Background: an optimization exercise with open tools, aiming at small area. Do not read the settings as production practice.
No functional check of the RTL was part of any run shown here.

`design/flow/run.sh`:
```
#!/bin/bash
# synth_recipe.tcl (not shown) runs the flow's synth.tcl, then flattens the netlist and writes it again
# the make line also repeats each setting of config.mk as NAME=value (left out here)
make -C /OpenROAD-flow-scripts/flow DESIGN_CONFIG=/design/flow/config.mk WORK_HOME=/design/flow/orfs CLKGATE_MAP_FILE= SYNTH_SCRIPT=/design/flow/synth_recipe.tcl finish
```
`design/flow/config.mk`:
```
export PLATFORM = sky130hd
export DESIGN_NAME = layer_top
export DESIGN_NICKNAME = layer_top
export VERILOG_FILES = /design/flow/design.v
export SDC_FILE = /design/flow/constraint.sdc
export NUM_CORES = 4
export LEC_CHECK = 0
export CAP_MARGIN = 20
export CORE_MARGIN = 2
export CORE_UTILIZATION = 40
export SLEW_MARGIN = 20
```
`design/flow/constraint.sdc`:
```
create_clock -name core_clock -period 7.0 [get_ports {clk}]
set_input_delay 1.4000 -clock core_clock [delete_from_list [all_inputs] [get_ports {clk}]]
set_output_delay 1.4000 -clock core_clock [all_outputs]
set_load 0.01 [all_outputs]
```
`design/flow/design.v`:
```
package layer_pkg;
   typedef logic signed [16-1:0] data_t;
   typedef logic [$clog2(8)-1:0] vec_addr_t;
   typedef logic [$clog2(16)-1:0] out_idx_t;
endpackage
package layer_coef_pkg;
   localparam int WEIGHT_ENTRIES = 4 * 8 * (16 / 4);
   localparam int BIAS_ENTRIES   = 4 * (16 / 4);
   localparam logic [WEIGHT_ENTRIES*16-1:0] weight_table = {
      {
         -16'sd38,  16'sd33,  16'sd109, 16'sd24,  -16'sd3,   -16'sd45,  -16'sd19,  16'sd48,
         16'sd103,  16'sd18,  16'sd82,  -16'sd28, 16'sd101,  -16'sd64,  -16'sd108, 16'sd3,
         -16'sd18,  16'sd107, 16'sd2,   -16'sd45, -16'sd85,  16'sd22,   16'sd86,   16'sd32,
         -16'sd1,   -16'sd105, 16'sd81, 16'sd42,  16'sd45,   16'sd39,   -16'sd54,  16'sd63
      },
      {
         16'sd29,   -16'sd75, -16'sd24, 16'sd89,  -16'sd12,  -16'sd72,  16'sd114,  -16'sd15,
         -16'sd11,  -16'sd4,  -16'sd36, 16'sd105, 16'sd53,   -16'sd50,  -16'sd37,  16'sd72,
         -16'sd110, -16'sd77, 16'sd9,   16'sd71,  16'sd1,    16'sd100,  16'sd15,   -16'sd72,
         16'sd90,   16'sd84,  16'sd7,   -16'sd36, 16'sd56,   -16'sd106, 16'sd20,   16'sd22
      },
      {
         -16'sd109, -16'sd24, 16'sd30,  16'sd68,  -16'sd123, -16'sd41,  16'sd119,  16'sd31,
         16'sd54,   16'sd121, 16'sd12,  16'sd60,  -16'sd48,  16'sd3,    -16'sd37,  16'sd78,
         16'sd93,   -16'sd101, 16'sd116, -16'sd83, 16'sd31,  -16'sd49,  16'sd124,  16'sd29,
         -16'sd78,  16'sd8,   16'sd67,  16'sd81,  16'sd87,   16'sd63,   -16'sd18,  -16'sd105
      },
      {
         -16'sd2,   -16'sd5,  16'sd22,  -16'sd23, 16'sd96,   -16'sd58,  16'sd36,   -16'sd70,
         16'sd126,  16'sd113, -16'sd73, 16'sd94,  -16'sd73,  16'sd92,   -16'sd104, -16'sd98,
         -16'sd64,  -16'sd77, -16'sd4,  -16'sd9,  -16'sd113, 16'sd20,   16'sd21,   -16'sd3,
         16'sd115,  16'sd106, 16'sd14,  -16'sd126, -16'sd1,  -16'sd93,  16'sd0,    16'sd126
      }
   };
   localparam logic [BIAS_ENTRIES*16-1:0] bias_table = {
      {-16'sd70, 16'sd120, 16'sd71,  -16'sd60},
      {-16'sd47, 16'sd115, -16'sd83, 16'sd67},
      {16'sd41,  16'sd38,  -16'sd81, -16'sd106},
      {16'sd103, 16'sd83,  16'sd0,   -16'sd10}
   };
endpackage
module layer_sequencer (
   input  logic                 clk,
   input  logic                 reset,
   input  logic                 s_valid,
   input  logic                 m_ready,
   output logic                 s_ready,
   output logic                 m_valid,
   output logic                 vec_wr_en,    
   output layer_pkg::vec_addr_t pos,          
   output logic                 run,          
   output logic                 en,           
   output layer_pkg::out_idx_t  out_idx,      
   output logic                 x_bypass      
);
   layer_pkg::vec_addr_t load_cnt;    
   logic vec_pending;    
   logic done;           
   logic fire;
   logic start;
   logic gap;            
   assign m_valid = done;
   assign fire    = done & m_ready;
   assign start = (pos[1:0] == 2'd0) && (pos[2] != out_idx[0]) && !run && (!done || fire)
                  && (out_idx != '0 || vec_pending || vec_wr_en);
   assign en    = start | run;
   assign s_ready   = (pos == load_cnt)
                      && (load_cnt != '0 || !vec_pending || (start && out_idx == 4'd15));
   assign vec_wr_en = s_ready & s_valid;
   assign gap       = (pos == load_cnt) && (load_cnt != '0) && !s_valid;
   assign x_bypass  = vec_wr_en && out_idx == '0;
   always_ff @(posedge clk) begin
      if (reset) begin
         pos         <= '0;
         load_cnt    <= '0;
         vec_pending <= 1'b0;
         run         <= 1'b0;
         done        <= 1'b0;
         out_idx     <= '0;
      end else begin
         pos <= pos + 1'b1;
         if (vec_wr_en)
            load_cnt <= load_cnt + 1'b1;
         if (vec_wr_en && load_cnt == 3'd7)
            vec_pending <= 1'b1;
         else if (start && out_idx == 4'd15)
            vec_pending <= 1'b0;
         if (start)
            run <= 1'b1;
         else if (run && (pos[1:0] == 2'd3 || (gap && out_idx == '0)))
            run <= 1'b0;
         if (run && pos[1:0] == 2'd3 && !(gap && out_idx == '0)) begin
            done    <= 1'b1;
            out_idx <= out_idx + 1'b1;
         end else if (fire)
            done <= 1'b0;
      end
   end
endmodule
module mac_lane (
   input  logic                 clk,
   input  logic                 run,        
   input  logic                 en,         
   input  layer_pkg::out_idx_t  out_idx,
   input  layer_pkg::vec_addr_t pos,
   input  layer_pkg::data_t     x_a,
   input  layer_pkg::data_t     x_b,
   output layer_pkg::data_t     acc,
   output logic [16/4-1:1] acc_cy    
);
   localparam int ENTRIES = 16 * 4;
   logic [4*ENTRIES-1:0] a_one, a_two, a_neg, b_one, b_two, b_neg;
   logic [16*8-1:0] b_rom;
   genvar i;
   generate
      for (i = 0; i < ENTRIES; i++) begin : g_w
         localparam int J  = i / 4;
         localparam int CA = (1 - J % 2) * 4 + i % 4;
         localparam int CB = (J % 2) * 4 + i % 4;
         localparam int EA = (J % 4) * 8 * (16 / 4)
                             + (J / 4) * 8 + CA;
         localparam int EB = (J % 4) * 8 * (16 / 4)
                             + (J / 4) * 8 + CB;
         localparam logic [8:0] WA = {layer_coef_pkg::weight_table[(layer_coef_pkg::WEIGHT_ENTRIES - 1 - EA) * 16 +: 8], 1'b0};
         localparam logic [8:0] WB = {layer_coef_pkg::weight_table[(layer_coef_pkg::WEIGHT_ENTRIES - 1 - EB) * 16 +: 8], 1'b0};
         for (genvar k = 0; k < 4; k++) begin : g_k
            assign a_one[k*ENTRIES + i] = WA[2*k+1] ^ WA[2*k];
            assign a_two[k*ENTRIES + i] = (WA[2*k+2] & ~WA[2*k+1] & ~WA[2*k]) | (~WA[2*k+2] & WA[2*k+1] & WA[2*k]);
            assign a_neg[k*ENTRIES + i] = WA[2*k+2] & ~(WA[2*k+1] & WA[2*k]);
            assign b_one[k*ENTRIES + i] = WB[2*k+1] ^ WB[2*k];
            assign b_two[k*ENTRIES + i] = (WB[2*k+2] & ~WB[2*k+1] & ~WB[2*k]) | (~WB[2*k+2] & WB[2*k+1] & WB[2*k]);
            assign b_neg[k*ENTRIES + i] = WB[2*k+2] & ~(WB[2*k+1] & WB[2*k]);
         end
      end
      for (i = 0; i < 16; i++) begin : g_b
         localparam int E = (i % 4) * (16 / 4) + i / 4;
         assign b_rom[i*8 +: 8] =
            layer_coef_pkg::bias_table[(layer_coef_pkg::BIAS_ENTRIES - 1 - E) * 16 +: 8];
      end
   endgenerate
   logic [5:0]  entry;
   logic [7:0]  bias;
   logic [15:0] addend;
   logic [3:0]  neg_a, one_a, two_a, neg_b, one_b, two_b;
   assign entry  = {out_idx, pos[1:0]};
   assign bias   = b_rom[out_idx*8 +: 8];
   assign addend = run ? acc : {{8{bias[7]}}, bias};
   generate
      for (i = 0; i < 4; i++) begin : g_digit
         assign one_a[i] = a_one[i*ENTRIES + entry];
         assign two_a[i] = a_two[i*ENTRIES + entry];
         assign neg_a[i] = a_neg[i*ENTRIES + entry];
         assign one_b[i] = b_one[i*ENTRIES + entry];
         assign two_b[i] = b_two[i*ENTRIES + entry];
         assign neg_b[i] = b_neg[i*ENTRIES + entry];
      end
   endgenerate
   logic [15:0] pp_a0;
   assign pp_a0[0] = ((one_a[0] & x_a[0])) ^ neg_a[0];
   assign pp_a0[1] = ((one_a[0] & x_a[1]) | (two_a[0] & x_a[0])) ^ neg_a[0];
   assign pp_a0[2] = ((one_a[0] & x_a[2]) | (two_a[0] & x_a[1])) ^ neg_a[0];
   assign pp_a0[3] = ((one_a[0] & x_a[3]) | (two_a[0] & x_a[2])) ^ neg_a[0];
   assign pp_a0[4] = ((one_a[0] & x_a[4]) | (two_a[0] & x_a[3])) ^ neg_a[0];
   assign pp_a0[5] = ((one_a[0] & x_a[5]) | (two_a[0] & x_a[4])) ^ neg_a[0];
   assign pp_a0[6] = ((one_a[0] & x_a[6]) | (two_a[0] & x_a[5])) ^ neg_a[0];
   assign pp_a0[7] = ((one_a[0] & x_a[7]) | (two_a[0] & x_a[6])) ^ neg_a[0];
   assign pp_a0[8] = ((one_a[0] & x_a[8]) | (two_a[0] & x_a[7])) ^ neg_a[0];
   assign pp_a0[9] = ((one_a[0] & x_a[9]) | (two_a[0] & x_a[8])) ^ neg_a[0];
   assign pp_a0[10] = ((one_a[0] & x_a[10]) | (two_a[0] & x_a[9])) ^ neg_a[0];
   assign pp_a0[11] = ((one_a[0] & x_a[11]) | (two_a[0] & x_a[10])) ^ neg_a[0];
   assign pp_a0[12] = ((one_a[0] & x_a[12]) | (two_a[0] & x_a[11])) ^ neg_a[0];
   assign pp_a0[13] = ((one_a[0] & x_a[13]) | (two_a[0] & x_a[12])) ^ neg_a[0];
   assign pp_a0[14] = ((one_a[0] & x_a[14]) | (two_a[0] & x_a[13])) ^ neg_a[0];
   assign pp_a0[15] = ((one_a[0] & x_a[15]) | (two_a[0] & x_a[14])) ^ neg_a[0];
   logic [15:2] pp_a1;
   assign pp_a1[2] = ((one_a[1] & x_a[0])) ^ neg_a[1];
   assign pp_a1[3] = ((one_a[1] & x_a[1]) | (two_a[1] & x_a[0])) ^ neg_a[1];
   assign pp_a1[4] = ((one_a[1] & x_a[2]) | (two_a[1] & x_a[1])) ^ neg_a[1];
   assign pp_a1[5] = ((one_a[1] & x_a[3]) | (two_a[1] & x_a[2])) ^ neg_a[1];
   assign pp_a1[6] = ((one_a[1] & x_a[4]) | (two_a[1] & x_a[3])) ^ neg_a[1];
   assign pp_a1[7] = ((one_a[1] & x_a[5]) | (two_a[1] & x_a[4])) ^ neg_a[1];
   assign pp_a1[8] = ((one_a[1] & x_a[6]) | (two_a[1] & x_a[5])) ^ neg_a[1];
   assign pp_a1[9] = ((one_a[1] & x_a[7]) | (two_a[1] & x_a[6])) ^ neg_a[1];
   assign pp_a1[10] = ((one_a[1] & x_a[8]) | (two_a[1] & x_a[7])) ^ neg_a[1];
   assign pp_a1[11] = ((one_a[1] & x_a[9]) | (two_a[1] & x_a[8])) ^ neg_a[1];
   assign pp_a1[12] = ((one_a[1] & x_a[10]) | (two_a[1] & x_a[9])) ^ neg_a[1];
   assign pp_a1[13] = ((one_a[1] & x_a[11]) | (two_a[1] & x_a[10])) ^ neg_a[1];
   assign pp_a1[14] = ((one_a[1] & x_a[12]) | (two_a[1] & x_a[11])) ^ neg_a[1];
   assign pp_a1[15] = ((one_a[1] & x_a[13]) | (two_a[1] & x_a[12])) ^ neg_a[1];
   logic [15:4] pp_a2;
   assign pp_a2[4] = ((one_a[2] & x_a[0])) ^ neg_a[2];
   assign pp_a2[5] = ((one_a[2] & x_a[1]) | (two_a[2] & x_a[0])) ^ neg_a[2];
   assign pp_a2[6] = ((one_a[2] & x_a[2]) | (two_a[2] & x_a[1])) ^ neg_a[2];
   assign pp_a2[7] = ((one_a[2] & x_a[3]) | (two_a[2] & x_a[2])) ^ neg_a[2];
   assign pp_a2[8] = ((one_a[2] & x_a[4]) | (two_a[2] & x_a[3])) ^ neg_a[2];
   assign pp_a2[9] = ((one_a[2] & x_a[5]) | (two_a[2] & x_a[4])) ^ neg_a[2];
   assign pp_a2[10] = ((one_a[2] & x_a[6]) | (two_a[2] & x_a[5])) ^ neg_a[2];
   assign pp_a2[11] = ((one_a[2] & x_a[7]) | (two_a[2] & x_a[6])) ^ neg_a[2];
   assign pp_a2[12] = ((one_a[2] & x_a[8]) | (two_a[2] & x_a[7])) ^ neg_a[2];
   assign pp_a2[13] = ((one_a[2] & x_a[9]) | (two_a[2] & x_a[8])) ^ neg_a[2];
   assign pp_a2[14] = ((one_a[2] & x_a[10]) | (two_a[2] & x_a[9])) ^ neg_a[2];
   assign pp_a2[15] = ((one_a[2] & x_a[11]) | (two_a[2] & x_a[10])) ^ neg_a[2];
   logic [15:6] pp_a3;
   assign pp_a3[6] = ((one_a[3] & x_a[0])) ^ neg_a[3];
   assign pp_a3[7] = ((one_a[3] & x_a[1]) | (two_a[3] & x_a[0])) ^ neg_a[3];
   assign pp_a3[8] = ((one_a[3] & x_a[2]) | (two_a[3] & x_a[1])) ^ neg_a[3];
   assign pp_a3[9] = ((one_a[3] & x_a[3]) | (two_a[3] & x_a[2])) ^ neg_a[3];
   assign pp_a3[10] = ((one_a[3] & x_a[4]) | (two_a[3] & x_a[3])) ^ neg_a[3];
   assign pp_a3[11] = ((one_a[3] & x_a[5]) | (two_a[3] & x_a[4])) ^ neg_a[3];
   assign pp_a3[12] = ((one_a[3] & x_a[6]) | (two_a[3] & x_a[5])) ^ neg_a[3];
   assign pp_a3[13] = ((one_a[3] & x_a[7]) | (two_a[3] & x_a[6])) ^ neg_a[3];
   assign pp_a3[14] = ((one_a[3] & x_a[8]) | (two_a[3] & x_a[7])) ^ neg_a[3];
   assign pp_a3[15] = ((one_a[3] & x_a[9]) | (two_a[3] & x_a[8])) ^ neg_a[3];
   logic [15:0] pp_b0;
   assign pp_b0[0] = ((one_b[0] & x_b[0])) ^ neg_b[0];
   assign pp_b0[1] = ((one_b[0] & x_b[1]) | (two_b[0] & x_b[0])) ^ neg_b[0];
   assign pp_b0[2] = ((one_b[0] & x_b[2]) | (two_b[0] & x_b[1])) ^ neg_b[0];
   assign pp_b0[3] = ((one_b[0] & x_b[3]) | (two_b[0] & x_b[2])) ^ neg_b[0];
   assign pp_b0[4] = ((one_b[0] & x_b[4]) | (two_b[0] & x_b[3])) ^ neg_b[0];
   assign pp_b0[5] = ((one_b[0] & x_b[5]) | (two_b[0] & x_b[4])) ^ neg_b[0];
   assign pp_b0[6] = ((one_b[0] & x_b[6]) | (two_b[0] & x_b[5])) ^ neg_b[0];
   assign pp_b0[7] = ((one_b[0] & x_b[7]) | (two_b[0] & x_b[6])) ^ neg_b[0];
   assign pp_b0[8] = ((one_b[0] & x_b[8]) | (two_b[0] & x_b[7])) ^ neg_b[0];
   assign pp_b0[9] = ((one_b[0] & x_b[9]) | (two_b[0] & x_b[8])) ^ neg_b[0];
   assign pp_b0[10] = ((one_b[0] & x_b[10]) | (two_b[0] & x_b[9])) ^ neg_b[0];
   assign pp_b0[11] = ((one_b[0] & x_b[11]) | (two_b[0] & x_b[10])) ^ neg_b[0];
   assign pp_b0[12] = ((one_b[0] & x_b[12]) | (two_b[0] & x_b[11])) ^ neg_b[0];
   assign pp_b0[13] = ((one_b[0] & x_b[13]) | (two_b[0] & x_b[12])) ^ neg_b[0];
   assign pp_b0[14] = ((one_b[0] & x_b[14]) | (two_b[0] & x_b[13])) ^ neg_b[0];
   assign pp_b0[15] = ((one_b[0] & x_b[15]) | (two_b[0] & x_b[14])) ^ neg_b[0];
   logic [15:2] pp_b1;
   assign pp_b1[2] = ((one_b[1] & x_b[0])) ^ neg_b[1];
   assign pp_b1[3] = ((one_b[1] & x_b[1]) | (two_b[1] & x_b[0])) ^ neg_b[1];
   assign pp_b1[4] = ((one_b[1] & x_b[2]) | (two_b[1] & x_b[1])) ^ neg_b[1];
   assign pp_b1[5] = ((one_b[1] & x_b[3]) | (two_b[1] & x_b[2])) ^ neg_b[1];
   assign pp_b1[6] = ((one_b[1] & x_b[4]) | (two_b[1] & x_b[3])) ^ neg_b[1];
   assign pp_b1[7] = ((one_b[1] & x_b[5]) | (two_b[1] & x_b[4])) ^ neg_b[1];
   assign pp_b1[8] = ((one_b[1] & x_b[6]) | (two_b[1] & x_b[5])) ^ neg_b[1];
   assign pp_b1[9] = ((one_b[1] & x_b[7]) | (two_b[1] & x_b[6])) ^ neg_b[1];
   assign pp_b1[10] = ((one_b[1] & x_b[8]) | (two_b[1] & x_b[7])) ^ neg_b[1];
   assign pp_b1[11] = ((one_b[1] & x_b[9]) | (two_b[1] & x_b[8])) ^ neg_b[1];
   assign pp_b1[12] = ((one_b[1] & x_b[10]) | (two_b[1] & x_b[9])) ^ neg_b[1];
   assign pp_b1[13] = ((one_b[1] & x_b[11]) | (two_b[1] & x_b[10])) ^ neg_b[1];
   assign pp_b1[14] = ((one_b[1] & x_b[12]) | (two_b[1] & x_b[11])) ^ neg_b[1];
   assign pp_b1[15] = ((one_b[1] & x_b[13]) | (two_b[1] & x_b[12])) ^ neg_b[1];
   logic [15:4] pp_b2;
   assign pp_b2[4] = ((one_b[2] & x_b[0])) ^ neg_b[2];
   assign pp_b2[5] = ((one_b[2] & x_b[1]) | (two_b[2] & x_b[0])) ^ neg_b[2];
   assign pp_b2[6] = ((one_b[2] & x_b[2]) | (two_b[2] & x_b[1])) ^ neg_b[2];
   assign pp_b2[7] = ((one_b[2] & x_b[3]) | (two_b[2] & x_b[2])) ^ neg_b[2];
   assign pp_b2[8] = ((one_b[2] & x_b[4]) | (two_b[2] & x_b[3])) ^ neg_b[2];
   assign pp_b2[9] = ((one_b[2] & x_b[5]) | (two_b[2] & x_b[4])) ^ neg_b[2];
   assign pp_b2[10] = ((one_b[2] & x_b[6]) | (two_b[2] & x_b[5])) ^ neg_b[2];
   assign pp_b2[11] = ((one_b[2] & x_b[7]) | (two_b[2] & x_b[6])) ^ neg_b[2];
   assign pp_b2[12] = ((one_b[2] & x_b[8]) | (two_b[2] & x_b[7])) ^ neg_b[2];
   assign pp_b2[13] = ((one_b[2] & x_b[9]) | (two_b[2] & x_b[8])) ^ neg_b[2];
   assign pp_b2[14] = ((one_b[2] & x_b[10]) | (two_b[2] & x_b[9])) ^ neg_b[2];
   assign pp_b2[15] = ((one_b[2] & x_b[11]) | (two_b[2] & x_b[10])) ^ neg_b[2];
   logic [15:6] pp_b3;
   assign pp_b3[6] = ((one_b[3] & x_b[0])) ^ neg_b[3];
   assign pp_b3[7] = ((one_b[3] & x_b[1]) | (two_b[3] & x_b[0])) ^ neg_b[3];
   assign pp_b3[8] = ((one_b[3] & x_b[2]) | (two_b[3] & x_b[1])) ^ neg_b[3];
   assign pp_b3[9] = ((one_b[3] & x_b[3]) | (two_b[3] & x_b[2])) ^ neg_b[3];
   assign pp_b3[10] = ((one_b[3] & x_b[4]) | (two_b[3] & x_b[3])) ^ neg_b[3];
   assign pp_b3[11] = ((one_b[3] & x_b[5]) | (two_b[3] & x_b[4])) ^ neg_b[3];
   assign pp_b3[12] = ((one_b[3] & x_b[6]) | (two_b[3] & x_b[5])) ^ neg_b[3];
   assign pp_b3[13] = ((one_b[3] & x_b[7]) | (two_b[3] & x_b[6])) ^ neg_b[3];
   assign pp_b3[14] = ((one_b[3] & x_b[8]) | (two_b[3] & x_b[7])) ^ neg_b[3];
   assign pp_b3[15] = ((one_b[3] & x_b[9]) | (two_b[3] & x_b[8])) ^ neg_b[3];
   logic s1, c2, s3, c4, s5, c6, s7, c8, s9, c10, s11, c12, s13, c14, s15, c16;
   logic s17, c18, s19, s20, c21, s22, c23, s24, c25, s26, c27, s28, c29, s30, c31, s32;
   logic c33, s34, c35, s36, c37, s38, c39, s40, c41, s42, c43, s44, c45, s46, c47, s48;
   logic c49, s50, c51, s52, c53, s54, c55, s56, c57, s58, c59, s60, c61, s62, c63, s64;
   logic c65, s66, c67, s68, c69, s70, c71, s72, c73, s74, c75, s76, c77, s78, c79, s80;
   logic c81, s82, c83, s84, s85, s86, s87, c88, s89, c90, s91, c92, s93, c94, s95, c96;
   logic s97, c98, s99, c100, s101, c102, s103, c104, s105, c106, s107, c108, s109, c110, s111, c112;
   logic s113, c114, s115, c116, s117, c118, s119, c120, s121, c122, s123, c124, s125, c126, s127, c128;
   logic s129, c130, s131, c132, s133, c134, s135, c136, s137, c138, s139, s140, s141, c142, s143, c144;
   logic s145, c146, s147, c148, s149, c150, s151, c152, s153, c154, s155, c156, s157, c158, s159, c160;
   logic s161, c162, s163, c164, s165, c166, s167, c168, s169, c170, s171, s172, c173, s174, c175, s176;
   logic c177, s178, c179, s180, c181, s182, c183, s184, c185, s186, c187, s188, c189, s190, c191, s192;
   logic c193, s194, c195, s196, c197, s198, c199, s200, c201, s202;
   assign s1 = pp_a0[6] ^ pp_a1[6] ^ pp_a2[6];
   assign c2 = (pp_a0[6] & pp_a1[6]) | (pp_a0[6] & pp_a2[6]) | (pp_a1[6] & pp_a2[6]);
   assign s3 = pp_a0[7] ^ pp_a1[7];
   assign c4 = pp_a0[7] & pp_a1[7];
   assign s5 = pp_a0[8] ^ pp_a1[8];
   assign c6 = pp_a0[8] & pp_a1[8];
   assign s7 = pp_a0[9] ^ pp_a1[9];
   assign c8 = pp_a0[9] & pp_a1[9];
   assign s9 = pp_a0[10] ^ pp_a1[10];
   assign c10 = pp_a0[10] & pp_a1[10];
   assign s11 = pp_a0[11] ^ pp_a1[11];
   assign c12 = pp_a0[11] & pp_a1[11];
   assign s13 = pp_a0[12] ^ pp_a1[12];
   assign c14 = pp_a0[12] & pp_a1[12];
   assign s15 = pp_a0[13] ^ pp_a1[13];
   assign c16 = pp_a0[13] & pp_a1[13];
   assign s17 = pp_a0[14] ^ pp_a1[14];
   assign c18 = pp_a0[14] & pp_a1[14];
   assign s19 = pp_a0[15] ^ pp_a1[15];
   assign s20 = pp_a0[2] ^ pp_a1[2];
   assign c21 = pp_a0[2] & pp_a1[2];
   assign s22 = pp_a0[4] ^ pp_a1[4] ^ pp_a2[4];
   assign c23 = (pp_a0[4] & pp_a1[4]) | (pp_a0[4] & pp_a2[4]) | (pp_a1[4] & pp_a2[4]);
   assign s24 = neg_a[2] ^ pp_b0[4];
   assign c25 = neg_a[2] & pp_b0[4];
   assign s26 = pp_a0[5] ^ pp_a1[5] ^ pp_a2[5];
   assign c27 = (pp_a0[5] & pp_a1[5]) | (pp_a0[5] & pp_a2[5]) | (pp_a1[5] & pp_a2[5]);
   assign s28 = pp_b0[5] ^ pp_b1[5];
   assign c29 = pp_b0[5] & pp_b1[5];
   assign s30 = pp_a3[6] ^ neg_a[3] ^ pp_b0[6];
   assign c31 = (pp_a3[6] & neg_a[3]) | (pp_a3[6] & pp_b0[6]) | (neg_a[3] & pp_b0[6]);
   assign s32 = pp_b1[6] ^ pp_b2[6] ^ pp_b3[6];
   assign c33 = (pp_b1[6] & pp_b2[6]) | (pp_b1[6] & pp_b3[6]) | (pp_b2[6] & pp_b3[6]);
   assign s34 = neg_b[3] ^ addend[6];
   assign c35 = neg_b[3] & addend[6];
   assign s36 = pp_a2[7] ^ pp_a3[7] ^ pp_b0[7];
   assign c37 = (pp_a2[7] & pp_a3[7]) | (pp_a2[7] & pp_b0[7]) | (pp_a3[7] & pp_b0[7]);
   assign s38 = pp_b1[7] ^ pp_b2[7] ^ pp_b3[7];
   assign c39 = (pp_b1[7] & pp_b2[7]) | (pp_b1[7] & pp_b3[7]) | (pp_b2[7] & pp_b3[7]);
   assign s40 = addend[7] ^ s3 ^ c2;
   assign c41 = (addend[7] & s3) | (addend[7] & c2) | (s3 & c2);
   assign s42 = pp_a2[8] ^ pp_a3[8] ^ pp_b0[8];
   assign c43 = (pp_a2[8] & pp_a3[8]) | (pp_a2[8] & pp_b0[8]) | (pp_a3[8] & pp_b0[8]);
   assign s44 = pp_b1[8] ^ pp_b2[8] ^ pp_b3[8];
   assign c45 = (pp_b1[8] & pp_b2[8]) | (pp_b1[8] & pp_b3[8]) | (pp_b2[8] & pp_b3[8]);
   assign s46 = addend[8] ^ s5 ^ c4;
   assign c47 = (addend[8] & s5) | (addend[8] & c4) | (s5 & c4);
   assign s48 = pp_a2[9] ^ pp_a3[9] ^ pp_b0[9];
   assign c49 = (pp_a2[9] & pp_a3[9]) | (pp_a2[9] & pp_b0[9]) | (pp_a3[9] & pp_b0[9]);
   assign s50 = pp_b1[9] ^ pp_b2[9] ^ pp_b3[9];
   assign c51 = (pp_b1[9] & pp_b2[9]) | (pp_b1[9] & pp_b3[9]) | (pp_b2[9] & pp_b3[9]);
   assign s52 = addend[9] ^ s7 ^ c6;
   assign c53 = (addend[9] & s7) | (addend[9] & c6) | (s7 & c6);
   assign s54 = pp_a2[10] ^ pp_a3[10] ^ pp_b0[10];
   assign c55 = (pp_a2[10] & pp_a3[10]) | (pp_a2[10] & pp_b0[10]) | (pp_a3[10] & pp_b0[10]);
   assign s56 = pp_b1[10] ^ pp_b2[10] ^ pp_b3[10];
   assign c57 = (pp_b1[10] & pp_b2[10]) | (pp_b1[10] & pp_b3[10]) | (pp_b2[10] & pp_b3[10]);
   assign s58 = addend[10] ^ s9 ^ c8;
   assign c59 = (addend[10] & s9) | (addend[10] & c8) | (s9 & c8);
   assign s60 = pp_a2[11] ^ pp_a3[11] ^ pp_b0[11];
   assign c61 = (pp_a2[11] & pp_a3[11]) | (pp_a2[11] & pp_b0[11]) | (pp_a3[11] & pp_b0[11]);
   assign s62 = pp_b1[11] ^ pp_b2[11] ^ pp_b3[11];
   assign c63 = (pp_b1[11] & pp_b2[11]) | (pp_b1[11] & pp_b3[11]) | (pp_b2[11] & pp_b3[11]);
   assign s64 = addend[11] ^ s11 ^ c10;
   assign c65 = (addend[11] & s11) | (addend[11] & c10) | (s11 & c10);
   assign s66 = pp_a2[12] ^ pp_a3[12] ^ pp_b0[12];
   assign c67 = (pp_a2[12] & pp_a3[12]) | (pp_a2[12] & pp_b0[12]) | (pp_a3[12] & pp_b0[12]);
   assign s68 = pp_b1[12] ^ pp_b2[12] ^ pp_b3[12];
   assign c69 = (pp_b1[12] & pp_b2[12]) | (pp_b1[12] & pp_b3[12]) | (pp_b2[12] & pp_b3[12]);
   assign s70 = addend[12] ^ s13 ^ c12;
   assign c71 = (addend[12] & s13) | (addend[12] & c12) | (s13 & c12);
   assign s72 = pp_a2[13] ^ pp_a3[13] ^ pp_b0[13];
   assign c73 = (pp_a2[13] & pp_a3[13]) | (pp_a2[13] & pp_b0[13]) | (pp_a3[13] & pp_b0[13]);
   assign s74 = pp_b1[13] ^ pp_b2[13] ^ pp_b3[13];
   assign c75 = (pp_b1[13] & pp_b2[13]) | (pp_b1[13] & pp_b3[13]) | (pp_b2[13] & pp_b3[13]);
   assign s76 = addend[13] ^ s15 ^ c14;
   assign c77 = (addend[13] & s15) | (addend[13] & c14) | (s15 & c14);
   assign s78 = pp_a2[14] ^ pp_a3[14] ^ pp_b0[14];
   assign c79 = (pp_a2[14] & pp_a3[14]) | (pp_a2[14] & pp_b0[14]) | (pp_a3[14] & pp_b0[14]);
   assign s80 = pp_b1[14] ^ pp_b2[14] ^ pp_b3[14];
   assign c81 = (pp_b1[14] & pp_b2[14]) | (pp_b1[14] & pp_b3[14]) | (pp_b2[14] & pp_b3[14]);
   assign s82 = addend[14] ^ s17 ^ c16;
   assign c83 = (addend[14] & s17) | (addend[14] & c16) | (s17 & c16);
   assign s84 = pp_a2[15] ^ pp_a3[15] ^ pp_b0[15];
   assign s85 = pp_b1[15] ^ pp_b2[15] ^ pp_b3[15];
   assign s86 = addend[15] ^ s19 ^ c18;
   assign s87 = pp_a0[0] ^ neg_a[0];
   assign c88 = pp_a0[0] & neg_a[0];
   assign s89 = neg_a[1] ^ pp_b0[2] ^ pp_b1[2];
   assign c90 = (neg_a[1] & pp_b0[2]) | (neg_a[1] & pp_b1[2]) | (pp_b0[2] & pp_b1[2]);
   assign s91 = pp_a0[3] ^ pp_a1[3] ^ pp_b0[3];
   assign c92 = (pp_a0[3] & pp_a1[3]) | (pp_a0[3] & pp_b0[3]) | (pp_a1[3] & pp_b0[3]);
   assign s93 = pp_b1[3] ^ addend[3];
   assign c94 = pp_b1[3] & addend[3];
   assign s95 = pp_b1[4] ^ pp_b2[4] ^ neg_b[2];
   assign c96 = (pp_b1[4] & pp_b2[4]) | (pp_b1[4] & neg_b[2]) | (pp_b2[4] & neg_b[2]);
   assign s97 = addend[4] ^ s22 ^ s24;
   assign c98 = (addend[4] & s22) | (addend[4] & s24) | (s22 & s24);
   assign s99 = pp_b2[5] ^ addend[5] ^ s26;
   assign c100 = (pp_b2[5] & addend[5]) | (pp_b2[5] & s26) | (addend[5] & s26);
   assign s101 = s28 ^ c23 ^ c25;
   assign c102 = (s28 & c23) | (s28 & c25) | (c23 & c25);
   assign s103 = s1 ^ s30 ^ s32;
   assign c104 = (s1 & s30) | (s1 & s32) | (s30 & s32);
   assign s105 = s34 ^ c27 ^ c29;
   assign c106 = (s34 & c27) | (s34 & c29) | (c27 & c29);
   assign s107 = s36 ^ s38 ^ s40;
   assign c108 = (s36 & s38) | (s36 & s40) | (s38 & s40);
   assign s109 = c31 ^ c33 ^ c35;
   assign c110 = (c31 & c33) | (c31 & c35) | (c33 & c35);
   assign s111 = s42 ^ s44 ^ s46;
   assign c112 = (s42 & s44) | (s42 & s46) | (s44 & s46);
   assign s113 = c37 ^ c39 ^ c41;
   assign c114 = (c37 & c39) | (c37 & c41) | (c39 & c41);
   assign s115 = s48 ^ s50 ^ s52;
   assign c116 = (s48 & s50) | (s48 & s52) | (s50 & s52);
   assign s117 = c43 ^ c45 ^ c47;
   assign c118 = (c43 & c45) | (c43 & c47) | (c45 & c47);
   assign s119 = s54 ^ s56 ^ s58;
   assign c120 = (s54 & s56) | (s54 & s58) | (s56 & s58);
   assign s121 = c49 ^ c51 ^ c53;
   assign c122 = (c49 & c51) | (c49 & c53) | (c51 & c53);
   assign s123 = s60 ^ s62 ^ s64;
   assign c124 = (s60 & s62) | (s60 & s64) | (s62 & s64);
   assign s125 = c55 ^ c57 ^ c59;
   assign c126 = (c55 & c57) | (c55 & c59) | (c57 & c59);
   assign s127 = s66 ^ s68 ^ s70;
   assign c128 = (s66 & s68) | (s66 & s70) | (s68 & s70);
   assign s129 = c61 ^ c63 ^ c65;
   assign c130 = (c61 & c63) | (c61 & c65) | (c63 & c65);
   assign s131 = s72 ^ s74 ^ s76;
   assign c132 = (s72 & s74) | (s72 & s76) | (s74 & s76);
   assign s133 = c67 ^ c69 ^ c71;
   assign c134 = (c67 & c69) | (c67 & c71) | (c69 & c71);
   assign s135 = s78 ^ s80 ^ s82;
   assign c136 = (s78 & s80) | (s78 & s82) | (s80 & s82);
   assign s137 = c73 ^ c75 ^ c77;
   assign c138 = (c73 & c75) | (c73 & c77) | (c75 & c77);
   assign s139 = s84 ^ s85 ^ s86;
   assign s140 = c79 ^ c81 ^ c83;
   assign s141 = pp_b0[0] ^ neg_b[0];
   assign c142 = pp_b0[0] & neg_b[0];
   assign s143 = pp_a0[1] ^ pp_b0[1] ^ addend[1];
   assign c144 = (pp_a0[1] & pp_b0[1]) | (pp_a0[1] & addend[1]) | (pp_b0[1] & addend[1]);
   assign s145 = neg_b[1] ^ addend[2] ^ s20;
   assign c146 = (neg_b[1] & addend[2]) | (neg_b[1] & s20) | (addend[2] & s20);
   assign s147 = c21 ^ s91 ^ s93;
   assign c148 = (c21 & s91) | (c21 & s93) | (s91 & s93);
   assign s149 = s95 ^ s97 ^ c92;
   assign c150 = (s95 & s97) | (s95 & c92) | (s97 & c92);
   assign s151 = s99 ^ s101 ^ c96;
   assign c152 = (s99 & s101) | (s99 & c96) | (s101 & c96);
   assign s153 = s103 ^ s105 ^ c100;
   assign c154 = (s103 & s105) | (s103 & c100) | (s105 & c100);
   assign s155 = s107 ^ s109 ^ c104;
   assign c156 = (s107 & s109) | (s107 & c104) | (s109 & c104);
   assign s157 = s111 ^ s113 ^ c108;
   assign c158 = (s111 & s113) | (s111 & c108) | (s113 & c108);
   assign s159 = s115 ^ s117 ^ c112;
   assign c160 = (s115 & s117) | (s115 & c112) | (s117 & c112);
   assign s161 = s119 ^ s121 ^ c116;
   assign c162 = (s119 & s121) | (s119 & c116) | (s121 & c116);
   assign s163 = s123 ^ s125 ^ c120;
   assign c164 = (s123 & s125) | (s123 & c120) | (s125 & c120);
   assign s165 = s127 ^ s129 ^ c124;
   assign c166 = (s127 & s129) | (s127 & c124) | (s129 & c124);
   assign s167 = s131 ^ s133 ^ c128;
   assign c168 = (s131 & s133) | (s131 & c128) | (s133 & c128);
   assign s169 = s135 ^ s137 ^ c132;
   assign c170 = (s135 & s137) | (s135 & c132) | (s137 & c132);
   assign s171 = s139 ^ s140 ^ c136;
   assign s172 = addend[0] ^ s87;
   assign c173 = addend[0] & s87;
   assign s174 = c88 ^ s143 ^ c142;
   assign c175 = (c88 & s143) | (c88 & c142) | (s143 & c142);
   assign s176 = s89 ^ s145 ^ c144;
   assign c177 = (s89 & s145) | (s89 & c144) | (s145 & c144);
   assign s178 = c90 ^ s147 ^ c146;
   assign c179 = (c90 & s147) | (c90 & c146) | (s147 & c146);
   assign s180 = c94 ^ s149 ^ c148;
   assign c181 = (c94 & s149) | (c94 & c148) | (s149 & c148);
   assign s182 = c98 ^ s151 ^ c150;
   assign c183 = (c98 & s151) | (c98 & c150) | (s151 & c150);
   assign s184 = c102 ^ s153 ^ c152;
   assign c185 = (c102 & s153) | (c102 & c152) | (s153 & c152);
   assign s186 = c106 ^ s155 ^ c154;
   assign c187 = (c106 & s155) | (c106 & c154) | (s155 & c154);
   assign s188 = c110 ^ s157 ^ c156;
   assign c189 = (c110 & s157) | (c110 & c156) | (s157 & c156);
   assign s190 = c114 ^ s159 ^ c158;
   assign c191 = (c114 & s159) | (c114 & c158) | (s159 & c158);
   assign s192 = c118 ^ s161 ^ c160;
   assign c193 = (c118 & s161) | (c118 & c160) | (s161 & c160);
   assign s194 = c122 ^ s163 ^ c162;
   assign c195 = (c122 & s163) | (c122 & c162) | (s163 & c162);
   assign s196 = c126 ^ s165 ^ c164;
   assign c197 = (c126 & s165) | (c126 & c164) | (s165 & c164);
   assign s198 = c130 ^ s167 ^ c166;
   assign c199 = (c130 & s167) | (c130 & c166) | (s167 & c166);
   assign s200 = c134 ^ s169 ^ c168;
   assign c201 = (c134 & s169) | (c134 & c168) | (s169 & c168);
   assign s202 = c138 ^ s171 ^ c170;
   logic [15:0] op_a, op_b;
   assign op_a = {s202, s200, s198, s196, s194, s192, s190, s188, s186, s184, s182, s180, s178, s176, s174, s141};
   assign op_b = {c201, c199, c197, c195, c193, c191, c189, c187, c185, c183, c181, c179, c177, c175, c173, s172};
   logic [15:0] cy;
   logic [15:0] sum;
   logic [3:1] cy_out;
   assign cy[0] = 1'b0;
   assign sum[0] = op_a[0] ^ op_b[0] ^ cy[0];
   assign cy[1] = (op_a[0] & op_b[0]) | (op_a[0] & cy[0]) | (op_b[0] & cy[0]);
   assign sum[1] = op_a[1] ^ op_b[1] ^ cy[1];
   assign cy[2] = (op_a[1] & op_b[1]) | (op_a[1] & cy[1]) | (op_b[1] & cy[1]);
   assign sum[2] = op_a[2] ^ op_b[2] ^ cy[2];
   assign cy[3] = (op_a[2] & op_b[2]) | (op_a[2] & cy[2]) | (op_b[2] & cy[2]);
   assign sum[3] = op_a[3] ^ op_b[3] ^ cy[3];
   assign cy_out[1] = (op_a[3] & op_b[3]) | (op_a[3] & cy[3]) | (op_b[3] & cy[3]);
   assign cy[4] = run & acc_cy[1];
   assign sum[4] = op_a[4] ^ op_b[4] ^ cy[4];
   assign cy[5] = (op_a[4] & op_b[4]) | (op_a[4] & cy[4]) | (op_b[4] & cy[4]);
   assign sum[5] = op_a[5] ^ op_b[5] ^ cy[5];
   assign cy[6] = (op_a[5] & op_b[5]) | (op_a[5] & cy[5]) | (op_b[5] & cy[5]);
   assign sum[6] = op_a[6] ^ op_b[6] ^ cy[6];
   assign cy[7] = (op_a[6] & op_b[6]) | (op_a[6] & cy[6]) | (op_b[6] & cy[6]);
   assign sum[7] = op_a[7] ^ op_b[7] ^ cy[7];
   assign cy_out[2] = (op_a[7] & op_b[7]) | (op_a[7] & cy[7]) | (op_b[7] & cy[7]);
   assign cy[8] = run & acc_cy[2];
   assign sum[8] = op_a[8] ^ op_b[8] ^ cy[8];
   assign cy[9] = (op_a[8] & op_b[8]) | (op_a[8] & cy[8]) | (op_b[8] & cy[8]);
   assign sum[9] = op_a[9] ^ op_b[9] ^ cy[9];
   assign cy[10] = (op_a[9] & op_b[9]) | (op_a[9] & cy[9]) | (op_b[9] & cy[9]);
   assign sum[10] = op_a[10] ^ op_b[10] ^ cy[10];
   assign cy[11] = (op_a[10] & op_b[10]) | (op_a[10] & cy[10]) | (op_b[10] & cy[10]);
   assign sum[11] = op_a[11] ^ op_b[11] ^ cy[11];
   assign cy_out[3] = (op_a[11] & op_b[11]) | (op_a[11] & cy[11]) | (op_b[11] & cy[11]);
   assign cy[12] = run & acc_cy[3];
   assign sum[12] = op_a[12] ^ op_b[12] ^ cy[12];
   assign cy[13] = (op_a[12] & op_b[12]) | (op_a[12] & cy[12]) | (op_b[12] & cy[12]);
   assign sum[13] = op_a[13] ^ op_b[13] ^ cy[13];
   assign cy[14] = (op_a[13] & op_b[13]) | (op_a[13] & cy[13]) | (op_b[13] & cy[13]);
   assign sum[14] = op_a[14] ^ op_b[14] ^ cy[14];
   assign cy[15] = (op_a[14] & op_b[14]) | (op_a[14] & cy[14]) | (op_b[14] & cy[14]);
   assign sum[15] = op_a[15] ^ op_b[15] ^ cy[15];
   always_ff @(posedge clk)
      if (en) begin
         acc    <= sum;
         acc_cy <= cy_out;
      end
endmodule
module mac_array (
   input  logic                 clk,
   input  logic                 vec_wr_en,
   input  logic                 x_bypass,
   input  layer_pkg::data_t     data_in,
   input  layer_pkg::vec_addr_t pos,
   input  logic                 run,
   input  logic                 en,
   input  layer_pkg::out_idx_t  out_idx,
   output layer_pkg::data_t     acc,
   output logic [16/4-1:1] acc_cy
);
   layer_pkg::data_t ring [0:8-1];
   always_ff @(posedge clk) begin
      for (int k = 0; k < 8 - 1; k++)
         ring[k] <= ring[k+1];
      ring[8-1] <= vec_wr_en ? data_in : ring[0];
   end
   mac_lane u_lane (
      .clk     (clk),
      .run     (run),
      .en      (en),
      .out_idx (out_idx),
      .pos     (pos),
      .x_a     (x_bypass ? data_in : ring[0]),    
      .x_b     (ring[8/2]),           
      .acc     (acc),
      .acc_cy  (acc_cy)
   );
endmodule
module result_buffer (
   input  layer_pkg::data_t acc,
   input  logic [16/4-1:1] acc_cy,
   output layer_pkg::data_t data_out
);
   localparam int NSEG = 16 / 4;
   logic [16-1:0] carries;
   layer_pkg::data_t         result;
   always_comb begin
      carries = '0;
      for (int k = 1; k < NSEG; k++)
         carries[k*4] = acc_cy[k];
   end
   assign result   = acc + carries;
   assign data_out = result[16-1] ? '0 : result;
endmodule
module layer_top (
   input  logic             clk,
   input  logic             reset,
   input  logic             s_valid,
   input  logic             m_ready,
   input  layer_pkg::data_t data_in,
   output logic             s_ready,
   output logic             m_valid,
   output layer_pkg::data_t data_out
);
   logic                 vec_wr_en;
   logic                 x_bypass;
   layer_pkg::vec_addr_t pos;
   logic                 run, en;
   layer_pkg::out_idx_t  out_idx;
   layer_pkg::data_t     acc;
   logic [16/4-1:1] acc_cy;
   layer_sequencer u_sequencer (
      .clk       (clk),
      .reset     (reset),
      .s_valid   (s_valid),
      .m_ready   (m_ready),
      .s_ready   (s_ready),
      .m_valid   (m_valid),
      .vec_wr_en (vec_wr_en),
      .pos       (pos),
      .run       (run),
      .en        (en),
      .out_idx   (out_idx),
      .x_bypass  (x_bypass)
   );
   mac_array u_mac_array (
      .clk       (clk),
      .vec_wr_en (vec_wr_en),
      .x_bypass  (x_bypass),
      .data_in   (data_in),
      .pos       (pos),
      .run       (run),
      .en        (en),
      .out_idx   (out_idx),
      .acc       (acc),
      .acc_cy    (acc_cy)
   );
   result_buffer u_result_buffer (
      .acc      (acc),
      .acc_cy   (acc_cy),
      .data_out (data_out)
   );
endmodule
```
==> results of run 1 <==
==> metal layers <==
metal  GRT usage  vias up
met3      0.0372       72
met2       0.373      344
li1            -     4563
met4      0.0920        0
met1       0.341     4644
met5           0        -
==> state kept, by name, indices dropped and copies added, names as in the netlist <==
signal	cells
u_sequencer.pos	3
u_sequencer.vec_pending	1
u_sequencer.out_idx	4
u_sequencer.done	1
u_mac_array.u_lane.acc_cy	3
u_sequencer.run	1
u_mac_array.u_lane.acc	16
u_mac_array.ring	128
u_sequencer.load_cnt	3
==> worst paths after layout <==
kind	slack (ns)	cells after the start	startpoint	endpoint
setup reg to reg	-0.62	30	u_sequencer.pos[0]	u_mac_array.u_lane.acc[15]
setup / recovery	-0.99	30	m_ready	u_mac_array.u_lane.acc[15]
hold reg to reg	0.32	0	u_mac_array.ring[6][2]	u_mac_array.ring[5][2]
hold / removal	0.32	0	u_mac_array.ring[6][2]	u_mac_array.ring[5][2]
==> cells in the final DEF, fill, tap and decap left out, types with 18 or more instances in the layout <==
master           instances
nand2_1                 57
fa_1                    84
a22oi_1                 49
inv_1                  124
ha_1                    42
xnor2_1                 81
mux2_2                  20
mux2i_1                 20
edfxtp_1                19
dfxtp_1                138
nor2_1                  50
o22ai_1                 48
clkdlybuf4s50_1         35
xor2_1                  51
o21ai_0                 31
buf_4                  267
a21oi_1                 46
nand2b_1                18
==> cell type report <==
| cell class | count | area share |
|---|---|---|
| well taps | 384 | 0.0319 |
| clock buffers | 17 | 0.0282 |
| clock inverters | 15 | 0.0106 |
| flip-flops and latches | 160 | 0.225 |
| repair buffers | 317 | 0.173 |
| multi-input cells | 819 | 0.499 |
| inverters | 129 | 0.0321 |
==> logic make-up (layout without fill, tap and decap cells) <==
logic type,count (synthesis),count (layout),synth area share
AOI/OAI and AO/OA,271,271,0.160
other,1,1,0.000322
DFF,160,160,0.291
xor gates and xnor gates,137,137,0.106
muxes,62,62,0.0661
buffers and inverters,217,478,0.0808
adders and majority gates,135,135,0.205
and+or+nand+nor,213,213,0.0902
==> what timing repair did <==
item / CTS / global route
gates resized for setup: 15 / 8
setup endpoints to repair: 9 / 10
pin swaps: 6 / 19
setup buffers: 9 / 3
==> Yosys cell counts (6+ instances only) <==
| cell | count | share of area |
|---|---|---|
| dfxtp_1 | 141 | 0.24 |
| inv_1 | 128 | 0.041 |
| fa_1 | 93 | 0.16 |
| xnor2_1 | 83 | 0.062 |
| nand2_1 | 57 | 0.018 |
| nor2_1 | 51 | 0.016 |
| o22ai_1 | 51 | 0.027 |
| xor2_1 | 51 | 0.038 |
| a22oi_1 | 49 | 0.032 |
| a21oi_1 | 46 | 0.020 |
| ha_1 | 42 | 0.045 |
| clkbuf_1 | 32 | 0.010 |
| mux2i_1 | 32 | 0.027 |
| o21ai_0 | 32 | 0.014 |
| buf_2 | 28 | 0.012 |
| mux2_2 | 20 | 0.019 |
| edfxtp_1 | 19 | 0.049 |
| nand2b_1 | 19 | 0.010 |
| nor2b_1 | 17 | 0.0091 |
| and2_1 | 16 | 0.0086 |
| nor3_1 | 15 | 0.0064 |
| o211ai_1 | 12 | 0.0077 |
| mux4_2 | 10 | 0.019 |
| nand3_1 | 10 | 0.0043 |
| o31ai_1 | 10 | 0.0064 |
| a21o_1 | 8 | 0.0052 |
| a31oi_1 | 8 | 0.0043 |
| clkbuf_2 | 8 | 0.0034 |
| buf_1 | 7 | 0.0023 |
| buf_4 | 6 | 0.0039 |
| o221ai_1 | 6 | 0.0045 |
==> stage by stage <==
step | setup TNS [ns] | setup slack, ns | hold WS [ns] | util
floorplan | -2.27 | -1.07 | 0.310 | -
global placement | -8.35 | -1.69 | 0.310 | 0.499
detailed placement | -9.59 | -1.80 | 0.312 | 0.499
CTS | -3.06 | -1.21 | 0.320 | 0.524
global route | -2.78 | -1.29 | 0.321 | 0.526
finish | -1.49 | -0.990 | 0.320 | 0.526
==> critical path: cells and delay by family <==
| kind | cells | cell delay, ns |
|---|---|---|
| mux | 1 | 0.30 |
| fa+ha+maj | 8 | 3.46 |
| xor+xnor | 9 | 1.57 |
| simple gates | 6 | 0.89 |
| buf+inv | 4 | 0.19 |
| compound gates | 2 | 0.33 |
==> out/metrics.yaml, run 1 <==
status:
  status: "complete, but fails checks"
  so_faults: "negative setup slack"
grt:
  grt_pass1_vias: 9738
  grt_start_max_net_pins: 35
  grt_pass1_wl_um: 56400
  antenna_found_initial: 0
  grt-ovfl-total: 0
  grt_use_total: 0.241
clock_network:
  clk_latency_ns: 0.43
  cts_buffers: 17
  cts_root_buffer: "clkbuf_16"
  htree_levels: 4
  ctsHoldBuffers: 0
  clkTransAtPathRegs_ns: 0.07
  cts_tree: "built"
  clock_path_buffers: 2
  clock-sinks: 160
place:
  port_buffers: 36
  dp.cells: 1797
  place_congestion: 0.952
  place_hpwl_um: 28100
  placed_area_um2: 14300
sta:
  finalSetupViolations: 4
  report.final.slew_viol_count: 0
  fin_crit_sh: 1.14
  clock_skew_ns: 0.0226
  min_period_ns: 7.99
  rsz0062_at_grt: "true"
  max_freq_ghz: 0.125
  relSlewSlack: 0.425
  postLayoutSetupSlackWorst_ns: -0.990
  finalHoldViolations: 0
  worstMarginPinSlew_ns: 0.848
synthesis:
  synth_nets: 1351
  synth_edf_count: 19
  avgSynthCellArea_um2: 9.75
  ys.flop_type: "dfxtp_1"
  syn_area_um2: 11700
  postSynth.asyncResetShare: 0
  synthCells: 1196
  yosysSeqAreaShare: 0.291
  yosysWarnings: 8
  synth.distinct_cells: 79
  ys_seq_elements: 160
final_layout:
  area.growth.synth_to_final_pct: 29.3
  design_area_um2: 15100
  diodes: 0
  fill_cells: 2593
  num-nets-final: 1599
  drive_gt1_frac: 0.276
  multiInputGateArea_um2: 7530
  regArea_um2: 3400
  layout.cells.non_filler: 1841
die:
  rows: 62
  ios: 38
  core_area_um2: 28700
  design.die.area_um2: 30500
  initial_core_util: 0.406
  die_x_um: 175
  die_y_um: 175
drt:
  routed_wl_um: 35600
  viasPerCell: 5.23
  dr_wl_met3_um: 2210
  top_layer_used: "met4"
  routedWlPerCell_um: 19.4
  met1Wirelength_um: 16500
  first_iter_violations: 858
  first_pass_iters: 5
  dr_wl_met2_um: 15700
  drc_errors: 0
  vias: 9623
  ant_nets: 0
min_path:
  worstHoldPathType: "register to register"
critical_path:
  cp.arrival_ns: 8.16
  crit_required_ns: 7.17
  start_kind: "input port"
  end_kind: "register"
  setup.worst_path.class: "input port to register"
  crit_fanout: 7
  crit_slowest_cell: "fa_1"
  slowest_delay_ns: 0.56
job:
  cap_violations: 0
==> inputs of run 2 (changes only) <==
--- a/design/flow/design.v
+++ b/design/flow/design.v
@@ -51,6 +51,7 @@
    output logic                 run,          
    output logic                 en,           
    output layer_pkg::out_idx_t  out_idx,      
+   output logic [5:0]           entry_next,   
    output logic                 x_bypass      
 );
    layer_pkg::vec_addr_t load_cnt;    
@@ -68,17 +69,25 @@
                       && (load_cnt != '0 || !vec_pending || (start && out_idx == 4'd15));
    assign vec_wr_en = s_ready & s_valid;
    assign gap       = (pos == load_cnt) && (load_cnt != '0) && !s_valid;
-   assign x_bypass  = vec_wr_en && out_idx == '0;
+   assign x_bypass  = (pos == load_cnt) && out_idx == '0;
+   layer_pkg::vec_addr_t pos_d;
+   layer_pkg::out_idx_t  out_idx_d;
+   logic                 finish;         
+   assign finish     = run && pos[1:0] == 2'd3 && !(gap && out_idx == '0);
+   assign pos_d      = reset ? '0 : pos + 1'b1;
+   assign out_idx_d  = reset ? '0 : out_idx + finish;
+   assign entry_next = {out_idx_d, pos_d[1:0]};
+   always_ff @(posedge clk) begin
+      pos     <= pos_d;
+      out_idx <= out_idx_d;
+   end
    always_ff @(posedge clk) begin
       if (reset) begin
-         pos         <= '0;
          load_cnt    <= '0;
          vec_pending <= 1'b0;
          run         <= 1'b0;
          done        <= 1'b0;
-         out_idx     <= '0;
       end else begin
-         pos <= pos + 1'b1;
          if (vec_wr_en)
             load_cnt <= load_cnt + 1'b1;
          if (vec_wr_en && load_cnt == 3'd7)
@@ -89,10 +98,9 @@
             run <= 1'b1;
          else if (run && (pos[1:0] == 2'd3 || (gap && out_idx == '0)))
             run <= 1'b0;
-         if (run && pos[1:0] == 2'd3 && !(gap && out_idx == '0)) begin
-            done    <= 1'b1;
-            out_idx <= out_idx + 1'b1;
-         end else if (fire)
+         if (finish)
+            done <= 1'b1;
+         else if (fire)
             done <= 1'b0;
       end
    end
@@ -103,6 +111,7 @@
    input  logic                 en,         
    input  layer_pkg::out_idx_t  out_idx,
    input  layer_pkg::vec_addr_t pos,
+   input  logic [5:0]           entry_next,    
    input  layer_pkg::data_t     x_a,
    input  layer_pkg::data_t     x_b,
    output layer_pkg::data_t     acc,
@@ -111,6 +120,7 @@
    localparam int ENTRIES = 16 * 4;
    logic [4*ENTRIES-1:0] a_one, a_two, a_neg, b_one, b_two, b_neg;
    logic [16*8-1:0] b_rom;
+   logic [ENTRIES*8-1:0]        wa_rom, wb_rom;
    genvar i;
    generate
       for (i = 0; i < ENTRIES; i++) begin : g_w
@@ -123,6 +133,8 @@
                              + (J / 4) * 8 + CB;
          localparam logic [8:0] WA = {layer_coef_pkg::weight_table[(layer_coef_pkg::WEIGHT_ENTRIES - 1 - EA) * 16 +: 8], 1'b0};
          localparam logic [8:0] WB = {layer_coef_pkg::weight_table[(layer_coef_pkg::WEIGHT_ENTRIES - 1 - EB) * 16 +: 8], 1'b0};
+         assign wa_rom[i*8 +: 8] = WA[8:1];
+         assign wb_rom[i*8 +: 8] = WB[8:1];
          for (genvar k = 0; k < 4; k++) begin : g_k
             assign a_one[k*ENTRIES + i] = WA[2*k+1] ^ WA[2*k];
             assign a_two[k*ENTRIES + i] = (WA[2*k+2] & ~WA[2*k+1] & ~WA[2*k]) | (~WA[2*k+2] & WA[2*k+1] & WA[2*k]);
@@ -145,14 +157,22 @@
    assign entry  = {out_idx, pos[1:0]};
    assign bias   = b_rom[out_idx*8 +: 8];
    assign addend = run ? acc : {{8{bias[7]}}, bias};
+   logic [7:0] wa_q, wb_q;
+   always_ff @(posedge clk) begin
+      wa_q <= wa_rom[entry_next*8 +: 8];
+      wb_q <= wb_rom[entry_next*8 +: 8];
+   end
+   logic [8:0] wxa, wxb;
+   assign wxa = {wa_q, 1'b0};
+   assign wxb = {wb_q, 1'b0};
    generate
       for (i = 0; i < 4; i++) begin : g_digit
-         assign one_a[i] = a_one[i*ENTRIES + entry];
-         assign two_a[i] = a_two[i*ENTRIES + entry];
-         assign neg_a[i] = a_neg[i*ENTRIES + entry];
-         assign one_b[i] = b_one[i*ENTRIES + entry];
-         assign two_b[i] = b_two[i*ENTRIES + entry];
-         assign neg_b[i] = b_neg[i*ENTRIES + entry];
+         assign one_a[i] = wxa[2*i+1] ^ wxa[2*i];
+         assign two_a[i] = (wxa[2*i+2] & ~wxa[2*i+1] & ~wxa[2*i]) | (~wxa[2*i+2] & wxa[2*i+1] & wxa[2*i]);
+         assign neg_a[i] = wxa[2*i+2] & ~(wxa[2*i+1] & wxa[2*i]);
+         assign one_b[i] = wxb[2*i+1] ^ wxb[2*i];
+         assign two_b[i] = (wxb[2*i+2] & ~wxb[2*i+1] & ~wxb[2*i]) | (~wxb[2*i+2] & wxb[2*i+1] & wxb[2*i]);
+         assign neg_b[i] = wxb[2*i+2] & ~(wxb[2*i+1] & wxb[2*i]);
       end
    endgenerate
    logic [15:0] pp_a0;
@@ -538,6 +558,7 @@
    input  logic                 run,
    input  logic                 en,
    input  layer_pkg::out_idx_t  out_idx,
+   input  logic [5:0]           entry_next,
    output layer_pkg::data_t     acc,
    output logic [16/4-1:1] acc_cy
 );
@@ -553,6 +574,7 @@
       .en      (en),
       .out_idx (out_idx),
       .pos     (pos),
+      .entry_next (entry_next),
       .x_a     (x_bypass ? data_in : ring[0]),    
       .x_b     (ring[8/2]),           
       .acc     (acc),
@@ -590,6 +612,7 @@
    layer_pkg::vec_addr_t pos;
    logic                 run, en;
    layer_pkg::out_idx_t  out_idx;
+   logic [5:0]           entry_next;
    layer_pkg::data_t     acc;
    logic [16/4-1:1] acc_cy;
    layer_sequencer u_sequencer (
@@ -604,6 +627,7 @@
       .run       (run),
       .en        (en),
       .out_idx   (out_idx),
+      .entry_next(entry_next),
       .x_bypass  (x_bypass)
    );
    mac_array u_mac_array (
@@ -615,6 +639,7 @@
       .run       (run),
       .en        (en),
       .out_idx   (out_idx),
+      .entry_next(entry_next),
       .acc       (acc),
       .acc_cy    (acc_cy)
    );
==> out/metrics.yaml, run 2 <==
status:
  status: "finished clean"
die:
  rows: 62
  initial_core_util: 0.407
  die_y_um: 175
  die_x_um: 175
  ios: 38
  core_area_um2: 28900
  design.die.area_um2: 30800
sta:
  fin_crit_sh: 0.963
  finalHoldViolations: 0
  min_period_ns: 6.74
  postLayoutSetupSlackWorst_ns: 0.257
  clock_skew_ns: 0.0171
  max_freq_ghz: 0.148
  rsz0062_at_grt: "false"
  relSlewSlack: 0.440
  report.final.slew_viol_count: 0
  worstMarginPinSlew_ns: 0.840
  finalSetupViolations: 0
synthesis:
  ys_seq_elements: 176
  synth_simple_gate_area_frac: 0.0997
  synth-xor-area-share: 0.0871
  synth.distinct_cells: 68
  synth_top_family_by_area: "adder cells"
  synth_fa_ha_area_frac: 0.211
  synth_nets: 1387
  avgSynthCellArea_um2: 9.59
  synth_edf_count: 19
  synth_top_area_cell: "dfxtp_1"
  synthTopCellsByCount: "157 x dfxtp_1, 117 x inv_1, 93 x fa_1, 78 x nand2_1, 73 x a22oi_1"
  ys.flop_type: "dfxtp_1"
  synthTopCellsByArea: "dfxtp_1 27%, fa_1 16%, ha_1 5.2%, edfxtp_1 4.9%, a22oi_1 4.7%"
  synth_top_area_frac: 0.267
  synth.most_common_cell: "dfxtp_1"
  synth.mux.area_fraction: 0.0533
  syn_area_um2: 11800
  synth_compound_area_frac: 0.166
  synthCells: 1225
  postSynth.asyncResetShare: 0
  yosysWarnings: 8
  yosysSeqAreaShare: 0.316
critical_path:
  critPathBufInv: 5
  setup.worst_path.class: "input port to register"
  slowest_delay_ns: 0.55
  path_cells: "clkdlybuf4s50_1, mux2_4, a22oi_2, xnor2_1, ha_2, inv_1, fa_1, fa_1, fa_1, inv_1, fa_1, inv_1, fa_1, fa_1, inv_1, fa_1, xnor2_1, xnor3_1, xnor3_1, xnor3_1, xnor3_1"
  crit_slowest_cell: "fa_1"
  end_kind: "register"
  path_delay_family: "adder cells"
  reg2reg_slack_ns: 0.38
  crit_fanout: 3
  start_kind: "input port"
  crit_required_ns: 7.18
  crit_top_cell: "fa_1"
  cp.arrival_ns: 6.92
clock_network:
  clkTransAtPathRegs_ns: 0.08
  cts_root_buffer: "clkbuf_16"
  clock-sinks: 176
  clock_path_buffers: 2
  clk_latency_ns: 0.45
  cts_buffers: 17
  htree_levels: 4
  cts_tree: "built"
job:
  cap_violations: 0
drt:
  routedWlPerCell_um: 19.0
  routed_wl_um: 31400
  ant_nets: 0
  vias: 8985
  first_iter_violations: 816
  drc_errors: 0
  first_pass_iters: 5
  viasPerCell: 5.45
final_layout:
  drive_gt1_frac: 0.110
  final_common_cell: "dfxtp_1"
  final_cell_mix: "157 x dfxtp_1, 117 x inv_1, 93 x fa_1, 78 x nand2_1, 71 x a22oi_1"
  regMostFlops: "u_mac_array.ring"
  diodes: 0
  reg_top3: "u_mac_array.ring (128), u_mac_array.u_lane.acc (16)"
  num-nets-final: 1415
  area.growth.synth_to_final_pct: 13.3
  fill_cells: 2776
  largest_reg_flops: 128
  layout.cells.non_filler: 1650
place:
  port_buffers: 36
  place_congestion: 0.948
  dp.cells: 1616
  post-place-ws_ns: -0.630
  place_hpwl_um: 23100
grt:
  grt_use_total: 0.210
  grt_pass1_vias: 8873
  antenna_found_initial: 0
  grt_start_max_net_pins: 48
  grt_pass1_wl_um: 49600
  grt-ovfl-total: 0
min_path:
  worstHoldPathType: "register to register"
[run 2: cell types whose count changed after synthesis, sizes merged, moves of 12 or more]
cell    before  now
xnor2       83   58
o21ai       35   56
dfxtp      141  157
nand3       10   22
nand2       57   78
a22oi       50   75
o22ai       53   12
buf         48   20
a21oi       47   59
clkbuf      40   67
[run 2: what timing repair did]
item | CTS | global route
cloned | 0 | 0
setup buffers | 2 | 0
hold buffers | 0 | 0
resized for setup | 5 | 0
pin swaps | 5 | 4
setup endpoints to repair | 1 | 1
[run 2: logic make-up (layout without fill, tap and decap cells)]
logic type / after synthesis / after routing
other: 1 / 1
AND/OR/NAND/NOR: 241 / 241
XOR/XNOR: 109 / 109
flip-flops: 176 / 176
AO/OA/AOI/OAI: 292 / 292
adder cells (fa/ha/maj): 142 / 142
multiplexers: 58 / 58
buffers and inverters: 206 / 247
[run 2: per-layer routing]
layer | vias up | share of wire | track usage
met1 | 4373 | 0.44 | 0.277
met4 | 0 | 0.028 | 0.0833
met3 | 51 | 0.060 | 0.0398
li1 | 4230 | - | -
met2 | 331 | 0.47 | 0.339
met5 | - | 0 | 0
[run 2: worst paths after layout]
path                          start                    endpoint  depth (start not counted)
min          u_mac_array.ring[3][7]      u_mac_array.ring[2][7]                          0
max                      data_in[9]  u_mac_array.u_lane.acc[15]                         21
min reg2reg  u_mac_array.ring[3][7]      u_mac_array.ring[2][7]                          0
max reg2reg  u_sequencer.out_idx[0]  u_mac_array.u_lane.acc[15]                         25
[run 2: layout make-up]
cell class / count / area, um^2 / area share
multi-input cells: 843 / 7270 / 0.546
flip-flops and latches: 176 / 3710 / 0.279
repair buffers: 96 / 822 / 0.0617
well taps: 384 / 480 / 0.0361
inverters: 119 / 447 / 0.0335
clock buffers: 18 / 439 / 0.0330
clock inverters: 14 / 146 / 0.0110
[run 2: metrics by stage]
stage | TNS (ns) | area [um^2] | util | hold WS (ns)
floorplan | 0 | 11800 | - | 0.310
global placement | -0.612 | 12700 | 0.440 | 0.310
detailed placement | -0.796 | 12700 | 0.440 | 0.312
CTS | 0 | 13300 | 0.462 | 0.325
global route | 0 | 13300 | 0.462 | 0.327
finish | 0 | 13300 | 0.462 | 0.320

-- re-timing with driven ports --
Ports are ideal in the flow. The routed layouts listed here were re-timed in OpenROAD. Step 1 (the two cells are an assumption about what drives the block):
set clk [get_ports {clk}]
set_driving_cell -lib_cell sky130_fd_sc_hd__clkbuf_16 $clk
set_driving_cell -lib_cell sky130_fd_sc_hd__buf_2 [delete_from_list [all_inputs] $clk]
Step 2 also shifts input and output timing later by t, the mid clock arrival at the registers, as if the neighbouring blocks saw the same clock. a / b / c = ideal / step 1 / step 2; a / b = the first two.
| run | shift t [ns] | setup WS [ns] | slew at the worst register clock pin (ns) |
|---|---|---|---|
| run 1 | 0.465 | -0.990 / -0.983 / -1.448 | 0.08 / 0.08 |
| run 2 | 0.489 | 0.257 / 0.283 / -0.206 | 0.08 / 0.08 |
Met with ideal ports but missed after step 2: setup timing in run 2. For run 2, which loses most, drivers alone change the setup slack by +0.026 ns; drivers and shift together by -0.463 ns.
